What follows belongs to an exercise in optimizing a design on an open flow for small area and a short achievable clock period; a production flow would make more cautious choices. Only simulation tests tie the RTL to the original design; equivalence was not proved. No activity file was given, so power comes from the tool's default toggle rates.

==> design/flow/design.v <==
module pdl_ctrl #(
   parameter int N       = 32,
   parameter int OUT_NUM = 8
) (
   input  logic                 clk,
   input  logic                 reset,
   input  logic                 cfg_valid,
   output logic                 cfg_ready,
   input  logic [7:0]           cfg_addr,
   input  logic [N-1:0]         cfg_data,
   output logic                 cfg_err,
   input  logic                 commit,
   input  logic                 arm,
   input  logic                 abort,
   input  logic                 ext_trigger,
   output logic [OUT_NUM-1:0]   ch_trigger,
   output logic [OUT_NUM*N-1:0] ch_dl,
   output logic [OUT_NUM*N-1:0] ch_wb,
   output logic                 busy,
   output logic                 commit_pending,
   output logic                 done
);
   typedef enum logic [1:0] {
      S_IDLE,
      S_WAIT_TRIG,
      S_ON,
      S_OFF
   } state_t;
   state_t state, state_next;
   logic [N-1:0]       sh_dl  [OUT_NUM];
   logic [N-1:0]       sh_wb  [OUT_NUM];
   logic [OUT_NUM-1:0] sh_mask;
   logic [N-1:0]       sh_on, sh_off, sh_shots;
   logic [N-1:0]       act_dl [OUT_NUM];
   logic [N-1:0]       act_wb [OUT_NUM];
   logic [OUT_NUM-1:0] act_mask;
   logic [N-1:0]       act_on, act_off, act_shots;
   logic [N-1:0] timer, timer_next;
   logic [N-1:0] shot, shot_next;
   logic         done_next;
   logic         do_copy;
   logic         sync1, sync2, rise;
   logic wr_en, idx_ok, hit_dl, hit_wb, hit_mask, hit_on, hit_off, hit_shots, hit_any;
   localparam logic [N-1:0] ONE = {{(N-1){1'b0}}, 1'b1};
   function automatic logic [N-1:0] clamp1(input logic [N-1:0] v);
      clamp1 = (v == {N{1'b0}}) ? ONE : v;
   endfunction
   always_comb begin
      wr_en     = cfg_valid & cfg_ready;
      idx_ok    = {1'b0, cfg_addr[5:0]} < 7'(OUT_NUM);
      hit_dl    = (cfg_addr[7:6] == 2'b00) && idx_ok;
      hit_wb    = (cfg_addr[7:6] == 2'b01) && idx_ok;
      hit_mask  = (cfg_addr == 8'h80);
      hit_on    = (cfg_addr == 8'h81);
      hit_off   = (cfg_addr == 8'h82);
      hit_shots = (cfg_addr == 8'h83);
      hit_any   = hit_dl | hit_wb | hit_mask | hit_on | hit_off | hit_shots;
   end
   always_ff @(posedge clk) begin
      if (reset) begin
         cfg_ready <= 1'b0;
         cfg_err   <= 1'b0;
      end else begin
         cfg_ready <= 1'b1;
         cfg_err   <= wr_en & ~hit_any;
      end
   end
   always_ff @(posedge clk) begin
      if (reset) begin
         for (int k = 0; k < OUT_NUM; k++) begin
            sh_dl[k] <= '0;
            sh_wb[k] <= '0;
         end
         sh_mask  <= '0;
         sh_on    <= ONE;
         sh_off   <= ONE;
         sh_shots <= ONE;
      end else if (wr_en) begin
         for (int k = 0; k < OUT_NUM; k++) begin
            if (hit_dl && cfg_addr[5:0] == 6'(k)) sh_dl[k] <= cfg_data;
            if (hit_wb && cfg_addr[5:0] == 6'(k)) sh_wb[k] <= cfg_data;
         end
         if (hit_mask) begin
            sh_mask <= '0;
            for (int i = 0; i < OUT_NUM && i < N; i++) sh_mask[i] <= cfg_data[i];
         end
         if (hit_on)    sh_on    <= cfg_data;
         if (hit_off)   sh_off   <= cfg_data;
         if (hit_shots) sh_shots <= cfg_data;
      end
   end
   assign do_copy = (state == S_IDLE) ? commit
                                      : ((commit | commit_pending) && state_next == S_IDLE);
   always_ff @(posedge clk) begin
      if (reset) begin
         for (int k = 0; k < OUT_NUM; k++) begin
            act_dl[k] <= '0;
            act_wb[k] <= '0;
         end
         act_mask       <= '0;
         act_on         <= ONE;
         act_off        <= ONE;
         act_shots      <= ONE;
         commit_pending <= 1'b0;
      end else begin
         if (do_copy) begin
            for (int k = 0; k < OUT_NUM; k++) begin
               act_dl[k] <= sh_dl[k];
               act_wb[k] <= sh_wb[k];
            end
            act_mask  <= sh_mask;
            act_on    <= sh_on;
            act_off   <= sh_off;
            act_shots <= sh_shots;
         end
         if (do_copy)     commit_pending <= 1'b0;
         else if (commit) commit_pending <= 1'b1;
      end
   end
   always_ff @(posedge clk) begin
      if (reset) begin
         sync1 <= 1'b0;
         sync2 <= 1'b0;
      end else begin
         sync1 <= ext_trigger;
         sync2 <= sync1;
      end
   end
   assign rise = sync1 & ~sync2;
   always_comb begin
      state_next = state;
      timer_next = timer;
      shot_next  = shot;
      done_next  = 1'b0;
      if (abort) begin
         state_next = S_IDLE;
      end else begin
         unique case (state)
            S_IDLE: begin
               if (arm) begin
                  if (act_mask == '0) done_next  = 1'b1;
                  else                state_next = S_WAIT_TRIG;
               end
            end
            S_WAIT_TRIG: begin
               if (rise) begin
                  state_next = S_ON;
                  shot_next  = clamp1(act_shots);
                  timer_next = clamp1(act_on);
               end
            end
            S_ON: begin
               if (timer == ONE) begin
                  if (shot == ONE) begin
                     state_next = S_IDLE;
                     done_next  = 1'b1;
                  end else begin
                     state_next = S_OFF;
                     timer_next = clamp1(act_off);
                  end
               end else begin
                  timer_next = timer - ONE;
               end
            end
            S_OFF: begin
               if (timer == ONE) begin
                  state_next = S_ON;
                  shot_next  = shot - ONE;
                  timer_next = clamp1(act_on);
               end else begin
                  timer_next = timer - ONE;
               end
            end
            default: state_next = S_IDLE;
         endcase
      end
   end
   always_ff @(posedge clk) begin
      if (reset) begin
         state      <= S_IDLE;
         timer      <= '0;
         shot       <= '0;
         done       <= 1'b0;
         ch_trigger <= '0;
      end else begin
         state      <= state_next;
         timer      <= timer_next;
         shot       <= shot_next;
         done       <= done_next;
         ch_trigger <= (state_next == S_ON) ? act_mask : '0;
      end
   end
   assign busy = (state != S_IDLE);
   for (genvar k = 0; k < OUT_NUM; k++) begin : g_pack
      assign ch_dl[k*N +: N] = act_dl[k];
      assign ch_wb[k*N +: N] = act_wb[k];
   end
endmodule
==> design/flow/run.sh <==
#!/bin/bash
# synth_recipe.tcl (not shown) runs the flow's synth.tcl, then flattens the netlist and writes it again
# the make line also repeats each setting of config.mk as NAME=value (left out here)
make -C /OpenROAD-flow-scripts/flow DESIGN_CONFIG=/design/flow/config.mk WORK_HOME=/design/flow/orfs CLKGATE_MAP_FILE= SYNTH_SCRIPT=/design/flow/synth_recipe.tcl finish
==> design/flow/config.mk <==
export PLATFORM = sky130hd
export DESIGN_NAME = pdl_ctrl
export DESIGN_NICKNAME = pdl_ctrl
export VERILOG_FILES = /design/flow/design.v
export SDC_FILE = /design/flow/constraint.sdc
export NUM_CORES = 4
export LEC_CHECK = 0
export CAP_MARGIN = 20
export CORE_MARGIN = 2
export CORE_UTILIZATION = 40
export SLEW_MARGIN = 20
==> design/flow/constraint.sdc <==
create_clock -name core_clock -period 3.4 [get_ports {clk}]
set_input_delay 0.6800 -clock core_clock [delete_from_list [all_inputs] [get_ports {clk}]]
set_output_delay 0.6800 -clock core_clock [all_outputs]
set_load 0.01 [all_outputs]
==> results.py <==
metrics = {
    "route": {
        "firstDrtPassIters": 6,
        "antenna_left": 0,
        "drt_iter0_drc": 4334,
        "wl_microns": 185000,
        "avgViaCountPerCell": 5.31,
        "wl_per_cell_microns": 22.2,
        "via_count": 44300,
        "drc_errors": 0,
    },
    "timing": {
        "rsz0062_at_grt": "false",
        "postLayoutSetupSlackWorst_ns": 0.145,
        "max_freq_mhz": 307,
        "finalHoldViolCount": 0,
        "post-route-period-util_pct": 95.7,
        "relSlewSlack_pct": 19.1,
        "setup_violations": 0,
        "min_period_ns": 3.25,
        "tns_ns": 0,
        "finClkSkew_ns": 0.0473,
        "maxSlewViolCount": 0,
        "tightest_slew_ns": 1.21,
    },
    "power_and_ir_drop": {
        "p_per_area_nw_per_um2": 516,
        "vdd_drop_max_mv": 0.398,
        "leakagePower_nw": 22.6,
    },
    "clocking": {
        "clock_latency_ns": 0.79,
        "clock_sinks": 1312,
        "h-tree-depth": 4,
        "cts.path.max_buffers": 3,
        "numCtsBuffers": 144,
        "path_clk_slew_ns": 0.06,
        "tritoncts": "done",
        "cts-root-buf": "clkbuf_16",
    },
    "placement": {
        "port_buffers": 571,
        "place.gp.congestion": 0.922,
        "dp_hpwl_microns": 115000,
        "pre_cts_slack_ns": 0.102,
    },
    "floorplan": {
        "die_w_microns": 360,
        "fp-row-count": 130,
        "die_area_sq_um": 130000,
        "coreArea_sq_um": 126000,
        "boundaryPins": 572,
        "dieHeight_microns": 360,
        "start_util_pct": 40.4,
    },
    "synth": {
        "syn_area_sq_um": 50800,
        "synth-seq-cells": 1312,
        "synth_top_area_share_pct": 51.7,
        "yosys.area.top_type": "dfxtp_1",
        "async_flop_share_pct": 0,
        "syn_avg_cell_area_sq_um": 8.21,
        "synth_edf_count": 0,
        "yosys-top-cells-count": "nand2_1, dfxtp_1, a21oi_1",
        "yosys.cell_count.top_type": "nand2_1",
        "yosysSeqAreaShare_pct": 51.7,
        "yosysWarnings": 5,
        "synth_top_flop_cell": "dfxtp_1",
        "synthDistinctLibCells": 65,
        "syn_inst": 6182,
        "synth_area_leaders": "dfxtp_1, nand2_1, mux2i_1, a21oi_1, clkbuf_1",
        "syn-num-nets": 6233,
    },
    "worst_hold_path": {
        "whs_path_depth": 3,
        "hp-class": "in2reg",
    },
    "critical_path": {
        "arrival_ns": 3.93,
        "crit_path_max_fanout": 32,
        "worstSetupStartpointType": "register",
        "crit_required_ns": 4.08,
        "reg2regPathDepth": 9,
        "crit_path_end_kind": "register",
        "crit_type": "reg2reg",
    },
    "layout": {
        "syn2layout_area_growth_pct": 25.1,
        "final_layout_size_suffix_gt1_share_pct": 7.30,
        "finalNetCount": 6619,
    },
    "global_routing": {
        "grt_max_degree": 171,
        "grt-ovfl-total": 0,
        "antenna_found_initial": 9,
        "grt_pass1_wl_microns": 271000,
        "grt_use_total_pct": 27.4,
        "grt_pass1_vias": 41200,
    },
    "run": {
        "maxCapViolCount": 0,
    },
    "outcome": {
        "status": "no timing/DRC/antenna violations",
    },
}
==> layout by cell type (no fill, tap or decap), types with 9 or more instances in the layout <==
master              n
buf_2              32
buf_4             119
inv_1              16
bufinv_16          10
nand4_1            27
clkbuf_8           29
nor2_1             72
a21oi_1           678
buf_12             70
nor3b_1            12
nor4_1             56
nand3_1            33
clkbuf_1           30
or2_2               9
nor3_1             23
clkinv_2           22
a22oi_1             9
a31oi_1            11
clkdlybuf4s50_1   538
and3_1              9
dfxtp_1          1312
clkbuf_16         145
a211oi_1           14
or4_1               9
nand2_1          2532
o32ai_1            10
mux2i_1           617
o21ai_0            67
==> final timing paths <==
| path | startpoint | slack, ns | end |
|---|---|---|---|
| max | shot[12]$_SDFFE_PP0P_ | 0.15 | act_wb[2][14]$_SDFFE_PP0P_ |
| min | cfg_data[20] | 0.25 | sh_wb[1][20]$_SDFFE_PP0P_ |
| max reg2reg | shot[12]$_SDFFE_PP0P_ | 0.15 | act_wb[2][14]$_SDFFE_PP0P_ |
| min reg2reg | sh_shots[29]$_SDFFE_PP0P_ | 0.43 | act_shots[29]$_SDFFE_PP0P_ |
==> what timing repair did <==
action,in CTS,in global routing
setup buffers,0,0
setup endpoints to repair,0,31
hold buffers,0,0
gates resized for setup,0,5
==> critical path, stage by stage (launching register included) <==
cell	delay, ns
dfxtp_1	0.31
or4_4	0.52
or3_1	0.35
or4_4	0.57
o21a_1	0.22
nor3_2	0.18
buf_4	0.22
buf_12	0.22
buf_12	0.28
mux2i_1	0.23
==> per-layer routing <==
layer	vias up	global-route usage, %	wire, microns
li1	21000	-	-
met1	21300	38.5	82800
met2	1650	42.5	82700
met3	314	4.33	12900
met4	0	10.0	6610
met5	-	0	0
==> sequential cells by signal, summed over array words and instances (netlist names), 256 cells and up <==
register,flops
act_wb,256
sh_wb,256
sh_dl,256
act_dl,256
==> report_power, final <==
part / internal [W] / total, W / switching, W
clock: 0.00929 / 0.0160 / 0.00673
sequential: 0.0154 / 0.0154 / 0.00000539
combinational: 0.000347 / 0.00138 / 0.00103
==> through the flow <==
step	instance area, sq um	instances	hold WS, ns	utilization, %	power [W]
final	63500	8336	0.252	50.5	0.0328
after global routing	63500	8332	0.230	50.5	0.0336
after CTS	63400	8330	0.204	50.4	0.0330
after detailed placement	58500	8071	0.445	46.6	0.0171
after global placement	58500	8071	0.441	46.6	0.0171
after floorplan	50800	6182	0.430	-	0.0165
==> layout make-up <==
cell class	instances	area, sq um
sequential	1312	26300
inverter	18	75.1
fill	11800	62200
tap	1650	2060
clock buffer	203	4120
timing repair buffer	765	7990
antenna	5	12.5
multi-input combinational	4327	22200
clock inverter	56	753
==> kinds of logic after synthesis <==
| group | share of synthesized area, % |
|---|---|
| AND/OR/NAND/NOR | 22.1 |
| adder cells (fa/ha/maj) | 0.0986 |
| buffers and inverters | 4.61 |
| multiplexers | 12.2 |
| XOR/XNOR | 0.224 |
| AO/OA/AOI/OAI | 9.01 |
| flip-flops | 51.7 |

## static timing again, ports no longer ideal
No port has a modelled driver above. Below, the same layout with a new extraction and two added sets of constraints.
Step 1 (the two cells are an assumption about what drives the block):
set clk [get_ports {clk}]
set_driving_cell -lib_cell sky130_fd_sc_hd__clkbuf_16 $clk
set_driving_cell -lib_cell sky130_fd_sc_hd__buf_2 [delete_from_list [all_inputs] $clk]
Step 2, shift: input delay + t, output delay - t, t = (earliest + latest rising clock arrival at the registers) / 2. This alone moves slack from input paths to output paths.
a / b / c = no drivers / after step 1 / after step 2; a / b = the first two.
t (ns): 0.841
slack for setup (ns): 0.145 / 0.145 / 0.044
hold slack, ns: 0.252 / 0.195 / 0.434
After both steps this run still meets setup and hold. The setup slack of this run moves by 0.000 ns with the drivers and by -0.101 ns with both steps.
